This design comes from an exercise in tuning for a short achievable clock period and few clock cycles per item on the open sky130 flow, not from production work. Function was checked by simulation only, so behaviour that the tests miss may differ from the original. No activity file was given, so power comes from the tool's default toggle rates.

==> flow/design.v <==
package sgd_pkg;
  localparam int ADDR_W = 48;
  localparam int LEN_W  = 32;
  localparam int OFF_W  = 32;
  localparam int CNT_REG_W = 5;
  typedef enum logic [1:0] {
    CMD_LOAD_DATA = 2'd0,
    CMD_LOAD_DESC = 2'd1,
    CMD_ADD       = 2'd2,
    CMD_CLEAR     = 2'd3
  } sgd_cmd_e;
  typedef enum logic [1:0] {
    ST_OK        = 2'd0,
    ST_ZERO_SIZE = 2'd1,
    ST_DATA_FULL = 2'd2,
    ST_DESC_FULL = 2'd3
  } sgd_status_e;
  localparam logic CFG_DATA_COUNT = 1'b0;
  localparam logic CFG_DESC_COUNT = 1'b1;
  typedef struct packed {
    logic [ADDR_W-1:0] addr;
    logic [LEN_W-1:0]  len;
  } sgd_seg_t;
  typedef struct packed {
    sgd_cmd_e          cmd;
    logic [3:0]        seg_index;
    logic [ADDR_W-1:0] seg_addr;
    logic [LEN_W-1:0]  seg_len;
    logic [LEN_W-1:0]  req_size;
  } sgd_req_t;
  typedef struct packed {
    sgd_status_e       status;
    logic [ADDR_W-1:0] buf_addr;
    logic [LEN_W-1:0]  buf_len;
    logic [OFF_W-1:0]  buf_offset;
    logic [OFF_W-1:0]  desc_offset;
    logic              sof;
    logic              eof;
    logic              last;
  } sgd_res_t;
endpackage
module sgd_ram #(
  parameter int WIDTH = 80,
  parameter int DEPTH = 16
) (
  input  logic                                     clk_i,
  input  logic                                     we_i,
  input  logic [(DEPTH > 1 ? $clog2(DEPTH) : 1)-1:0] waddr_i,
  input  logic [WIDTH-1:0]                         wdata_i,
  input  logic [(DEPTH > 1 ? $clog2(DEPTH) : 1)-1:0] raddr_i,
  output logic [WIDTH-1:0]                         rdata_o
);
  logic [WIDTH-1:0] mem_q [DEPTH];
  always_ff @(posedge clk_i) begin
    if (we_i) begin
      mem_q[waddr_i] <= wdata_i;
    end
    rdata_o <= mem_q[raddr_i];
  end
endmodule
import sgd_pkg::*;
module sg_descriptor_builder #(
  parameter int MAX_SEGMENTS = 16,
  parameter int DESC_BYTES   = 52,
  parameter int DESC_ALIGN   = 64
) (
  input  logic                 clk_i,
  input  logic                 rst_ni,
  input  logic                 start_i,
  output logic                 busy_o,
  input  logic [117:0]         req_i,
  output logic                 result_valid_o,
  output logic [148:0]         result_o,
  input  logic                 cfg_we_i,
  input  logic                 cfg_idx_i,
  input  logic [CNT_REG_W-1:0] cfg_wdata_i
);
  localparam int IDX_W   = MAX_SEGMENTS > 1 ? $clog2(MAX_SEGMENTS) : 1;
  localparam int CNT_W   = $clog2(MAX_SEGMENTS + 1);
  localparam int DOFF_W  = OFF_W + 2;
  localparam int SOFF_W  = LEN_W + CNT_W + 2;
  localparam int ALB     = $clog2(DESC_ALIGN);
  localparam int SEG_W   = ADDR_W + LEN_W;
  typedef enum logic [3:0] {
    S_IDLE, S_DLOC_RD, S_DLOC_EV, S_SLOC_RD, S_SLOC_EV, S_SLOT_RD, S_SLOT_EV,
    S_PIECE, S_DNEXT_RD, S_DNEXT_EV
  } state_e;
  state_e state_q;
  logic [CNT_REG_W-1:0] data_cnt_q, desc_cnt_q;
  logic [OFF_W-1:0]  next_data_q, next_desc_q;
  logic              pass_q;
  logic [LEN_W-1:0]  req_size_q, sz_q;
  logic [CNT_W-1:0]  i_q, j_q, cnt_q;
  logic [DOFF_W-1:0] off_q, inside_q, doff_q, soff_q;
  logic [ADDR_W-1:0] daddr_q;
  logic [LEN_W-1:0]  dlen_q;
  logic [SOFF_W-1:0] base_q, sr_q, dinside_q, slot_q;
  sgd_pkg::sgd_req_t          rq;
  sgd_pkg::sgd_res_t          res_q;
  logic              accept, ram_we_data, ram_we_desc, idx_ok;
  logic [IDX_W-1:0]  waddr;
  sgd_pkg::sgd_seg_t          wseg, d_ent, s_ent;
  logic [SEG_W-1:0]  d_raw, s_raw;
  logic [CNT_W-1:0]  ndata, ndesc;
  logic [ADDR_W-1:0] pa;
  logic [ALB-1:0]    rem;
  logic [SOFF_W-1:0] adj, inside2, slot_end;
  logic              fits, last_piece;
  logic [LEN_W-1:0]  space, piece;
  logic [DOFF_W-1:0] doff_new;
  logic              slot_ovf, data_ovf, run_out;
  function automatic logic [148:0] err_res(logic [1:0] code);
    err_res = {code, 146'b0, 1'b1};
  endfunction
  assign rq         = req_i;
  assign result_o    = res_q;
  assign accept      = start_i && !busy_o;
  assign idx_ok      = 32'(rq.seg_index) < MAX_SEGMENTS;
  assign ram_we_data = accept && rq.cmd == CMD_LOAD_DATA && idx_ok;
  assign ram_we_desc = accept && rq.cmd == CMD_LOAD_DESC && idx_ok;
  assign waddr       = IDX_W'(rq.seg_index);
  assign wseg        = {rq.seg_addr, rq.seg_len};
  assign busy_o      = state_q != S_IDLE;
  sgd_ram #(.WIDTH(SEG_W), .DEPTH(MAX_SEGMENTS)) u_data_tab (
    .clk_i, .we_i(ram_we_data), .waddr_i(waddr), .wdata_i(wseg),
    .raddr_i(i_q[IDX_W-1:0]), .rdata_o(d_raw)
  );
  sgd_ram #(.WIDTH(SEG_W), .DEPTH(MAX_SEGMENTS)) u_desc_tab (
    .clk_i, .we_i(ram_we_desc), .waddr_i(waddr), .wdata_i(wseg),
    .raddr_i(j_q[IDX_W-1:0]), .rdata_o(s_raw)
  );
  always_comb begin
    d_ent = d_raw;
    s_ent = s_raw;
    ndata = (32'(data_cnt_q) > MAX_SEGMENTS) ? CNT_W'(MAX_SEGMENTS) : CNT_W'(data_cnt_q);
    ndesc = (32'(desc_cnt_q) > MAX_SEGMENTS) ? CNT_W'(MAX_SEGMENTS) : CNT_W'(desc_cnt_q);
    pa       = s_ent.addr + ADDR_W'(dinside_q);
    rem      = pa[ALB-1:0];
    adj      = (rem == '0) ? '0 : SOFF_W'(DESC_ALIGN) - SOFF_W'(rem);
    inside2  = dinside_q + adj;
    fits     = inside2 + SOFF_W'(DESC_BYTES) <= SOFF_W'(s_ent.len);
    slot_end = slot_q + SOFF_W'(DESC_BYTES);
    space      = dlen_q - LEN_W'(inside_q);
    last_piece = space >= sz_q;
    piece      = last_piece ? sz_q : space;
    doff_new   = doff_q + DOFF_W'(piece);
    slot_ovf   = slot_end > SOFF_W'({OFF_W{1'b1}});
    data_ovf   = doff_new > DOFF_W'({OFF_W{1'b1}});
    run_out    = 32'(i_q) + 1 >= 32'(ndata) || 32'(cnt_q) + 1 >= MAX_SEGMENTS;
  end
  always_ff @(posedge clk_i or negedge rst_ni) begin
    if (!rst_ni) begin
      state_q        <= S_IDLE;
      data_cnt_q     <= '0;
      desc_cnt_q     <= '0;
      next_data_q    <= '0;
      next_desc_q    <= '0;
      pass_q         <= 1'b0;
      result_valid_o <= 1'b0;
    end else begin
      if (cfg_we_i) begin
        if (cfg_idx_i == CFG_DATA_COUNT) data_cnt_q <= cfg_wdata_i;
        else                             desc_cnt_q <= cfg_wdata_i;
      end
      unique case (state_q)
        S_IDLE: begin
          result_valid_o <= accept && rq.cmd == CMD_ADD && rq.req_size == '0;
          if (accept) begin
            if (rq.cmd == CMD_CLEAR) begin
              next_data_q <= '0;
              next_desc_q <= '0;
            end else if (rq.cmd == CMD_ADD) begin
              if (rq.req_size == '0) begin
                res_q <= err_res(ST_ZERO_SIZE);
              end else begin
                req_size_q <= rq.req_size;
                sz_q       <= rq.req_size;
                pass_q     <= 1'b0;
                i_q        <= '0;
                cnt_q      <= '0;
                off_q      <= DOFF_W'(next_data_q);
                doff_q     <= DOFF_W'(next_data_q);
                soff_q     <= DOFF_W'(next_desc_q);
                state_q    <= S_DLOC_RD;
              end
            end
          end
        end
        S_DLOC_RD: begin
          result_valid_o <= i_q >= ndata;
          if (i_q >= ndata) begin
            res_q <= err_res(ST_DATA_FULL);
            state_q  <= S_IDLE;
          end else begin
            state_q <= S_DLOC_EV;
          end
        end
        S_DLOC_EV: begin
          result_valid_o <= 1'b0;
          if (off_q >= DOFF_W'(d_ent.len)) begin
            off_q   <= off_q - DOFF_W'(d_ent.len);
            i_q     <= i_q + CNT_W'(1);
            state_q <= S_DLOC_RD;
          end else begin
            inside_q <= off_q;
            daddr_q  <= d_ent.addr;
            dlen_q   <= d_ent.len;
            j_q      <= '0;
            base_q   <= '0;
            sr_q     <= SOFF_W'(soff_q);
            state_q  <= S_SLOC_RD;
          end
        end
        S_SLOC_RD, S_SLOT_RD: begin
          result_valid_o <= j_q >= ndesc;
          if (j_q >= ndesc) begin
            res_q <= err_res(ST_DESC_FULL);
            state_q  <= S_IDLE;
          end else begin
            state_q <= (state_q == S_SLOC_RD) ? S_SLOC_EV : S_SLOT_EV;
          end
        end
        S_SLOC_EV: begin
          result_valid_o <= 1'b0;
          if (sr_q >= SOFF_W'(s_ent.len)) begin
            sr_q    <= sr_q - SOFF_W'(s_ent.len);
            base_q  <= base_q + SOFF_W'(s_ent.len);
            j_q     <= j_q + CNT_W'(1);
            state_q <= S_SLOC_RD;
          end else begin
            dinside_q <= sr_q;
            state_q   <= S_SLOT_RD;
          end
        end
        S_SLOT_EV: begin
          result_valid_o <= 1'b0;
          if (fits) begin
            slot_q  <= base_q + inside2;
            state_q <= S_PIECE;
          end else begin
            base_q    <= base_q + SOFF_W'(s_ent.len);
            dinside_q <= '0;
            j_q       <= j_q + CNT_W'(1);
            state_q   <= S_SLOT_RD;
          end
        end
        S_PIECE: begin
          result_valid_o <= slot_ovf || pass_q || (last_piece ? data_ovf : run_out);
          if (slot_ovf) begin
            res_q <= err_res(ST_DESC_FULL);
            state_q  <= S_IDLE;
          end else begin
            if (pass_q) begin
              res_q.status      <= ST_OK;
              res_q.buf_addr    <= daddr_q + ADDR_W'(inside_q);
              res_q.buf_len     <= piece;
              res_q.buf_offset  <= next_data_q;
              res_q.desc_offset <= slot_q[OFF_W-1:0];
              res_q.sof         <= cnt_q == '0;
              res_q.eof         <= last_piece;
              res_q.last        <= last_piece;
            end
            cnt_q    <= cnt_q + CNT_W'(1);
            soff_q   <= DOFF_W'(slot_end);
            inside_q <= '0;
            doff_q   <= doff_new;
            if (last_piece) begin
              if (pass_q) begin
                next_data_q <= doff_new[OFF_W-1:0];
                next_desc_q <= slot_end[OFF_W-1:0];
                state_q     <= S_IDLE;
              end else if (data_ovf) begin
                res_q <= err_res(ST_DATA_FULL);
                state_q  <= S_IDLE;
              end else begin
                pass_q  <= 1'b1;
                sz_q    <= req_size_q;
                i_q     <= '0;
                cnt_q   <= '0;
                off_q   <= DOFF_W'(next_data_q);
                doff_q  <= DOFF_W'(next_data_q);
                soff_q  <= DOFF_W'(next_desc_q);
                state_q <= S_DLOC_RD;
              end
            end else begin
              sz_q <= sz_q - space;
              i_q  <= i_q + CNT_W'(1);
              if (run_out) begin
                res_q <= err_res(ST_DATA_FULL);
                state_q  <= S_IDLE;
              end else begin
                state_q <= S_DNEXT_RD;
              end
            end
          end
        end
        S_DNEXT_RD: begin
          result_valid_o <= 1'b0;
          state_q        <= S_DNEXT_EV;
        end
        S_DNEXT_EV: begin
          result_valid_o <= 1'b0;
          daddr_q <= d_ent.addr;
          dlen_q  <= d_ent.len;
          j_q     <= '0;
          base_q  <= '0;
          sr_q    <= SOFF_W'(soff_q);
          state_q <= S_SLOC_RD;
        end
        default: begin
          result_valid_o <= 1'b0;
          state_q        <= S_IDLE;
        end
      endcase
    end
  end
endmodule
export LEC_CHECK = 0
export CAP_MARGIN = 20
export CORE_MARGIN = 2
export CORE_UTILIZATION = 40
export PLACE_DENSITY = 0.6
export SLEW_MARGIN = 20
create_clock -name core_clock -period 11.0 [get_ports {clk_i}]
run.sh (not shown) runs the stock make flow with config.mk's settings and CLKGATE_MAP_FILE= SYNTH_SCRIPT=/design/flow/synth_recipe.tcl, a recipe that flattens the netlist after the stock synthesis.
The starting point went through all stages and came out clean.
Testbench counts at the start, summed over its fixed seeds: cycles 111,751, adds 1,904.
Then changed:
--- a/flow/design.v
+++ b/flow/design.v
@@ -299,15 +299,13 @@
           state_q        <= S_DNEXT_EV;
         end
         S_DNEXT_EV: begin
           result_valid_o <= 1'b0;
           daddr_q <= d_ent.addr;
           dlen_q  <= d_ent.len;
-          j_q     <= '0;
-          base_q  <= '0;
-          sr_q    <= SOFF_W'(soff_q);
+          sr_q    <= SOFF_W'(soff_q) - base_q;
           state_q <= S_SLOC_RD;
         end
         default: begin
           result_valid_o <= 1'b0;
           state_q        <= S_IDLE;
         end
Outcome: The changed run ran to the end with no violations; setup slack degrades by 0.45 ns; total power goes up by 6.4%; hold slack stays flat; via count rises by 10%; non-clock buffer count climbs by 37.
Testbench counts after the change, summed over its fixed seeds: cycles 97,543, adds 1,904.

[separate check: timing with driven ports]
In the flow no input, the clock included, has a driving cell. The finished layouts below were timed again as built, in two steps. Step 1 assumes that a clkbuf_16 drives the clock port and a buf_2 every other input. Step 2 moves the port delays by t, midway between the first and last clock arrival at a register: inputs arrive t later, outputs are due t later. That takes back most of the time a late clock gives input paths. a / b / c = ideal ports / drivers / drivers and shift; a / b = the first two.
| run | t (ns) | setup slack, ns | hold WS [ns] | pins driven straight from the clock port |
|---|---|---|---|---|
| the first run | 0.936 | 1.172 / 1.172 / 1.172 | 0.399 / 0.399 / 0.399 | 1 |
| the second run | 0.994 | 0.722 / 0.722 / 0.722 | 0.401 / 0.401 / 0.401 | 1 |
After both steps every run listed still meets setup and hold.
